This design comes from an exercise in tuning for small area, a short achievable clock period and few clock cycles per item on the open sky130 flow, not from production work.

// running_mean_variance
module running_mean_variance (
	input  logic                 clk,
	input  logic                 arst_n,
	input  logic                 in_valid,
	output logic                 in_ready,
	input  logic [rmv_pkg::SAMPLE_W-1:0]  in_sample,
	input  logic                 in_restart,
	output logic                 out_valid,
	input  logic                 out_ready,
	output logic [rmv_pkg::CNT_W-1:0]     out_count,
	output logic [rmv_pkg::SAMPLE_W-1:0]  out_mean,
	output logic [rmv_pkg::VAR_W-1:0]     out_variance,
	output logic [rmv_pkg::RES_W-1:0]     out_std_dev,
	output logic [rmv_pkg::RES_W-1:0]     out_std_err_mean,
	output logic                 out_variance_invalid,
	output logic                 out_overflow,
	input  logic                 cfg_valid,
	output logic                 cfg_ready,
	input  logic                 cfg_data
);
For scale: about 3800 cells after synthesis, about 440 flip-flops, about 120 I/O pins, ~0.033 mm² of cells after synthesis.
Settings: LEC_CHECK=0, CAP_MARGIN=20, CORE_MARGIN=2, CORE_UTILIZATION=40, SLEW_MARGIN=20; clock period 11.0 ns.
run.sh (not shown) runs the stock make flow with config.mk's settings and CLKGATE_MAP_FILE= SYNTH_SCRIPT=/design/flow/synth_recipe.tcl, a recipe that flattens the netlist after the stock synthesis.
Change:
--- a/flow/design.v
+++ b/flow/design.v
@@ -73,15 +73,15 @@
 	logic [HW-1:0]        rootv_q;
 	logic [18:0]          rw_q;       
 	logic [HW-1:0]        rootw_q;
 	logic accept, handoff, upd, s2_free, ovf_new;
 	assign in_ready  = !x_full_q;
 	assign cfg_ready = 1'b1;
 	assign accept    = in_valid && !x_full_q;
-	assign s2_free   = !s2_run_q && !valid_q;
+	assign s2_free   = !s2_run_q && (!valid_q || out_ready);
 	assign handoff   = s1_done_q && s2_free;
 	assign upd       = x_full_q && (!s1_run_q && (!s1_done_q || s2_free));
 	assign ovf_new   = !xr_q && n_q[CW-1];
 	assign out_valid            = valid_q;
 	assign out_count            = n2_q;
 	assign out_mean             = mean2_q;
 	assign out_variance         = vq_q;
@@ -128,20 +128,25 @@
 					valid_q  <= 1'b1;
 				end
 			end else if (valid_q && out_ready) begin
 				valid_q <= 1'b0;
 			end
 		end
 	end
-	logic [QW-1:0] q_sum;
+	logic [QW-1:0] sq_add;
+	logic          sq_neg;
+	logic [QW:0]   q_sum;
 	logic [RW-1:0] dv_op;
 	logic          dv_cin, cfg_chg;
 	logic [RW:0]   dv_sum;
 	always_comb begin
-		q_sum  = q_q + QW'(x_q);
+		sq_neg = (t_q == 5'd16);
+		sq_add = {{(QW-32){x_q[31]}}, x_q};
+		if (sq_neg) sq_add = ~sq_add;
+		q_sum  = {q_q, 1'b1} + {sq_add, sq_neg};
 		cfg_chg = cfg_chg_q;
 		dv_op   = {{(RW-CW-1){1'b0}}, n2_q, !bessel_q};
 		dv_cin  = 1'b0;
 		if (cfg_chg) begin
 			dv_op  = {{(RW-CW){bessel_q}}, bessel_q ? ~n2_q : n2_q};
 			dv_cin = bessel_q;
 		end
@@ -167,15 +172,15 @@
 					s_q <= {{(SW-16){x_q[15]}}, x_q[15:0]};
 					q_q <= '0;
 				end else if (!ovf_new) begin
 					n_q <= n_q + CW'(1);
 					s_q <= s_q + {{(SW-16){x_q[15]}}, x_q[15:0]};
 				end
 			end else if (s1_run_q && t_q <= 5'd16 && !ovf1_q && xbit_q) begin
-				q_q <= q_sum;
+				q_q <= q_sum[QW:1];
 			end
 			if (cfg_chg) begin
 				dv_q <= dv_sum[RW:1];
 			end else if (handoff) begin
 				n2_q <= n_q;
 				if (rst1_q) begin
 					dv_q <= RW'(!bessel_q);
@@ -202,18 +207,16 @@
 		h_x      = h_a ^ h_n ^ h_s;
 		h_c      = (h_a & h_n) | (h_a & h_s) | (h_n & h_s);
 		h_sum    = {1'b0, h_x} + {1'b0, h_c[DW-2:0], sbit_q};
 		jsel     = 5'd30 - t_q;
 	end
 	always_ff @(posedge clk) begin
 		if (accept) begin
-			x_q  <= {16'b0, in_sample};
+			x_q  <= {{16{in_sample[15]}}, in_sample};
 			xr_q <= in_restart;
-		end else if (upd) begin
-			x_q <= {16'b0, x_q[15] ? -x_q[15:0] : x_q[15:0]};
 		end else if (s1_run_q && t_q <= 5'd16) begin
 			x_q <= {x_q[30:0], 1'b0};
 		end
 		if (upd) begin
 			ovf1_q <= ovf_new;
 			rst1_q <= xr_q;
 			xbit_q <= x_q[0];
Outcome:
- The changed run passed the timing, DRC and antenna checks
- non-clock buffer count goes down by 9
- utilization goes down by 0.41 points
- worst setup slack is better by 8.5 ps
- global-route usage goes up by 0.62 points
- area after synthesis goes up by a few percent
- critical path depth goes down by 6
- flip-flop and latch count does not change
- die area goes up by a few percent
- sequential share of layout area goes down by 0.78 points
- routed wire length goes up by a little under a tenth
- cell area goes up by a few percent
No functional check of the RTL was part of any run of this note.

-- what the ideal ports hide --
No port has a modelled driver above. Below, the same layouts with a new extraction and two added sets of constraints. Step 1 sets driving cells, clkbuf_16 on the clock port and buf_2 on the other inputs (assumed; they add their load-dependent delay and slew). Step 2 also shifts input and output timing later by t, the mid clock arrival at the registers, as if the neighbouring blocks saw the same clock. Slacks: ideal ports / drivers / drivers and shift; pairs: ideal ports / drivers.
run	t (ns)	setup WS [ns]	worst data-port slew with drivers (ns)
the first run	0.665	5.968 / 5.968 / 5.968	0.04
the second run	0.683	5.977 / 5.977 / 5.338	0.05
After both steps every run listed still meets setup and hold. For the second run, which loses most, drivers alone change the setup slack by 0.000 ns; drivers and shift together by -0.639 ns.
